This is an optimization exercise on Yosys and OpenROAD, whose aim is small area, a short achievable clock period and few clock cycles per item, not a production implementation.
At most, simulation tests tie the RTL to the original design; equivalence was not proved.
Power figures rest on the tool's default switching activity, not on a simulated workload.

Design radio_pairing_slave_fsm_top, start of the top module:
module radio_pairing_slave_fsm_top (
	input  logic                                 clk,
	input  logic                                 arst_n,
	input  logic                                 cfg_we,
	input  logic [rpsf_pkg::CFG_IDX_W-1:0]       cfg_index,
	input  logic [rpsf_pkg::ADDR_W-1:0]          cfg_data,
	input  logic                                 poll_valid,
	output logic                                 poll_ready,
	input  logic                                 poll_enable,
	input  logic [rpsf_pkg::TIME_W-1:0]          poll_now_ms,
	input  logic                                 poll_rx_valid,
	input  logic [rpsf_pkg::LEN_W-1:0]           poll_rx_length,
	input  logic [rpsf_pkg::CMD_W-1:0]           poll_rx_command,
	input  logic [rpsf_pkg::WORD_W-1:0]          poll_rx_magic,
	input  logic [rpsf_pkg::ADDR_W-1:0]          poll_rx_granted_address,
	output logic                                 result_valid,
	input  logic                                 result_ready,
	output logic                                 result_send_valid,
	output logic                                 result_send_kind,
	output logic [rpsf_pkg::WORD_W-1:0]          result_send_word,
	output logic [rpsf_pkg::ADDR_W-1:0]          result_send_address,
	output logic [rpsf_pkg::ADDR_W-1:0]          result_link_address,
	output logic                                 result_rx_flush,
	output logic [rpsf_pkg::PHASE_W-1:0]         result_phase,
	output logic [rpsf_pkg::COUNT_W-1:0]         result_verify_count,
	output logic                                 result_finish
);
Size: ~300 I/O pins, ~15000 um^2 of cells after synthesis.
clock: 5.5 ns
lec_check: 0
cap_margin: 20
core_margin: 2
core_utilization: 65
cts_cluster_diameter: 100
cts_cluster_size: 30
setup_slack_margin: 2.8
slew_margin: 20
synth_hierarchical: 1
standard.sh (not shown) runs the stock make flow with config.mk's settings and CLKGATE_MAP_FILE= SYNTH_SCRIPT=/design/flow/synth_recipe.tcl, a recipe that flattens the netlist after the stock synthesis.
==> flow/flow/run.sh <==
#!/bin/bash
# Standard layout with two changes:
#  - the port buffers are the smallest buffer (buf_1) instead of the one
#    buffer_ports picks by default;
#  - the slow four-input OR/NOR cells, the three-input OR cells and the
#    4-stack AOI/OAI are added to
#    the don't-use list, so synthesis builds wide ORs from faster gates.
set -euo pipefail
export BUFFER_PORTS_ARGS="-buffer_cell sky130_fd_sc_hd__buf_1"
PLATFORM_DONT_USE="sky130_fd_sc_hd__lpflow_bleeder_1 sky130_fd_sc_hd__lpflow_clkbufkapwr_1 sky130_fd_sc_hd__lpflow_clkbufkapwr_16 sky130_fd_sc_hd__lpflow_clkbufkapwr_2 sky130_fd_sc_hd__lpflow_clkbufkapwr_4 sky130_fd_sc_hd__lpflow_clkbufkapwr_8 sky130_fd_sc_hd__lpflow_clkinvkapwr_1 sky130_fd_sc_hd__lpflow_clkinvkapwr_16 sky130_fd_sc_hd__lpflow_clkinvkapwr_2 sky130_fd_sc_hd__lpflow_clkinvkapwr_4 sky130_fd_sc_hd__lpflow_clkinvkapwr_8 sky130_fd_sc_hd__lpflow_decapkapwr_12 sky130_fd_sc_hd__lpflow_decapkapwr_3 sky130_fd_sc_hd__lpflow_decapkapwr_4 sky130_fd_sc_hd__lpflow_decapkapwr_6 sky130_fd_sc_hd__lpflow_decapkapwr_8 sky130_fd_sc_hd__lpflow_inputiso0n_1 sky130_fd_sc_hd__lpflow_inputiso0p_1 sky130_fd_sc_hd__lpflow_inputiso1n_1 sky130_fd_sc_hd__lpflow_inputiso1p_1 sky130_fd_sc_hd__lpflow_inputisolatch_1 sky130_fd_sc_hd__lpflow_isobufsrc_1 sky130_fd_sc_hd__lpflow_isobufsrc_16 sky130_fd_sc_hd__lpflow_isobufsrc_2 sky130_fd_sc_hd__lpflow_isobufsrc_4 sky130_fd_sc_hd__lpflow_isobufsrc_8 sky130_fd_sc_hd__lpflow_isobufsrckapwr_16 sky130_fd_sc_hd__lpflow_lsbuf_lh_hl_isowell_tap_1 sky130_fd_sc_hd__lpflow_lsbuf_lh_hl_isowell_tap_2 sky130_fd_sc_hd__lpflow_lsbuf_lh_hl_isowell_tap_4 sky130_fd_sc_hd__lpflow_lsbuf_lh_isowell_4 sky130_fd_sc_hd__lpflow_lsbuf_lh_isowell_tap_1 sky130_fd_sc_hd__lpflow_lsbuf_lh_isowell_tap_2 sky130_fd_sc_hd__lpflow_lsbuf_lh_isowell_tap_4 sky130_fd_sc_hd__probe_p_8 sky130_fd_sc_hd__probec_p_8 "
EXTRA_DONT_USE="sky130_fd_sc_hd__a2111o_1 sky130_fd_sc_hd__a2111o_2 sky130_fd_sc_hd__a2111o_4 sky130_fd_sc_hd__a2111oi_0 sky130_fd_sc_hd__a2111oi_1 sky130_fd_sc_hd__a2111oi_2 sky130_fd_sc_hd__a2111oi_4 sky130_fd_sc_hd__nor4_1 sky130_fd_sc_hd__nor4_2 sky130_fd_sc_hd__nor4_4 sky130_fd_sc_hd__nor4b_1 sky130_fd_sc_hd__nor4b_2 sky130_fd_sc_hd__nor4b_4 sky130_fd_sc_hd__nor4bb_1 sky130_fd_sc_hd__nor4bb_2 sky130_fd_sc_hd__nor4bb_4 sky130_fd_sc_hd__o2111a_1 sky130_fd_sc_hd__o2111a_2 sky130_fd_sc_hd__o2111a_4 sky130_fd_sc_hd__o2111ai_1 sky130_fd_sc_hd__o2111ai_2 sky130_fd_sc_hd__o2111ai_4 sky130_fd_sc_hd__or4_1 sky130_fd_sc_hd__or4_2 sky130_fd_sc_hd__or4_4 sky130_fd_sc_hd__or4b_1 sky130_fd_sc_hd__or4b_2 sky130_fd_sc_hd__or4b_4 sky130_fd_sc_hd__or4bb_1 sky130_fd_sc_hd__or4bb_2 sky130_fd_sc_hd__or4bb_4 sky130_fd_sc_hd__or3_1 sky130_fd_sc_hd__or3_2 sky130_fd_sc_hd__or3_4 sky130_fd_sc_hd__or3b_1 sky130_fd_sc_hd__or3b_2 sky130_fd_sc_hd__or3b_4"
bash standard.sh DONT_USE_CELLS="$PLATFORM_DONT_USE $EXTRA_DONT_USE" finish > standard_flow.log 2>&1
The starting point produced a clean layout.
Edit:
--- a/flow/design.v
+++ b/flow/design.v
@@ -84,19 +84,18 @@
 	logic [rpsf_pkg::PHASE_W-1:0] phase_q;
 	logic [rpsf_pkg::TIME_W-1:0]  time_q;
 	logic [rpsf_pkg::COUNT_W-1:0] count_q;
 	logic                         goal_q;
 	logic [rpsf_pkg::ADDR_W-1:0]  link_q;
 	logic                         valid_q;
 	logic                         send_q;
 	logic                         event_q;
 	logic                         pong_q, request_q;
-	logic [rpsf_pkg::WORD_W-1:0]  word_sn, word_dn;
 	logic                         init1_q, init2_q;
 	logic [7:0]                   cfg_en;
 	logic [rpsf_pkg::ADDR_W-1:0]  cfg_wd [8];
 	logic                         fire;
 	logic                         in_idle, in_send, in_wait, in_verify, in_done;
 	logic                         resp_ok, ping_ok;
 	logic [rpsf_pkg::TMO_W-1:0]   now_lo, now_hi, tim_lo, tim_hi;
 	logic [rpsf_pkg::TMO_W-1:0]   hi_same, hi_next, csa_s, csa_c;
 	logic                         lo_ok;
@@ -300,23 +299,20 @@
 			send_q  <= poll_enable && (in_send || (in_verify && ping_ok));
 			request_q <= poll_enable && in_send;
 			pong_q    <= poll_enable && in_verify && ping_ok;
 			event_q <= poll_enable && ((in_wait && resp_ok) || in_done);
 		end
 	end
 	assign result_valid        = valid_q;
 	assign result_send_valid   = send_q;
 	assign result_send_kind    = pong_q;
-	rpsf_nand2x16 u_wd_sl (.x(slave_magic_q[15:0]), .s(pong_q), .yn(word_sn[15:0]));
-	rpsf_nand2x16 u_wd_sh (.x(slave_magic_q[31:16]), .s(pong_q), .yn(word_sn[31:16]));
-	rpsf_nand2x16 u_wd_dl (.x(device_id_q[15:0]), .s(request_q), .yn(word_dn[15:0]));
-	rpsf_nand2x16 u_wd_dh (.x(device_id_q[31:16]), .s(request_q), .yn(word_dn[31:16]));
-	assign result_send_word    = ~(word_sn & word_dn);
+	assign result_send_word    = (slave_magic_q & {rpsf_pkg::WORD_W{pong_q}})
+		| (device_id_q & {rpsf_pkg::WORD_W{request_q}});
 	assign result_send_address = send_q ? link_q : '0;
 	assign result_link_address = link_q;
 	assign result_rx_flush     = event_q && !phase_q[2];
 	assign result_phase        = phase_q;
 	assign result_verify_count = count_q;
 	assign result_finish       = event_q && phase_q[2];
 endmodule
 module rpsf_carry16 (
 	input  logic [15:0] g,
Effect:
- The new run went through all stages and came out clean
- final area decreases slightly
- setup slack gets better by 0.012 ns
- power goes down by a few percent
- via count decreases slightly
- synthesized area came out lower slightly
- cell count goes down by a few percent
- clock skew decreases by 0.0031 ns
- non-clock buffer count increases by 9
- clock-buffer cell count increases by 1
- hold slack gets worse by 0.0046 ns
Testbench counts after the change, summed over its fixed seeds: cycles 24,008, items 24,000.
No functional check of the RTL was part of the first run of this note.

==> re-timing with driven ports <==
The flow's constraints put no driver on any port. The routed layouts listed below were extracted and timed again, unchanged, in two steps. Step 1 (the two cells are an assumption about what drives the block):
set clk [get_ports {clk}]
set_driving_cell -lib_cell sky130_fd_sc_hd__clkbuf_16 $clk
set_driving_cell -lib_cell sky130_fd_sc_hd__buf_2 [delete_from_list [all_inputs] $clk]
Step 2 adds t to the input delays and takes it off the output delays; t is the mean of the earliest and latest rising clock arrival at the registers after step 1. Input paths then give back, and output paths get back, about the clock's delay inside the block. Slacks: ideal / step 1 / step 2; pairs: ideal / step 1.
run	t (ns)	setup WS [ns]	pins driven straight from the clock port
the first run	0.544	2.776 / 2.768 / 2.223	1
the second run	0.540	2.788 / 2.789 / 2.271	1
After both steps setup and hold are still met in every run listed. For the first run, which loses most, drivers alone change the setup slack by -0.008 ns; drivers and shift together by -0.553 ns.
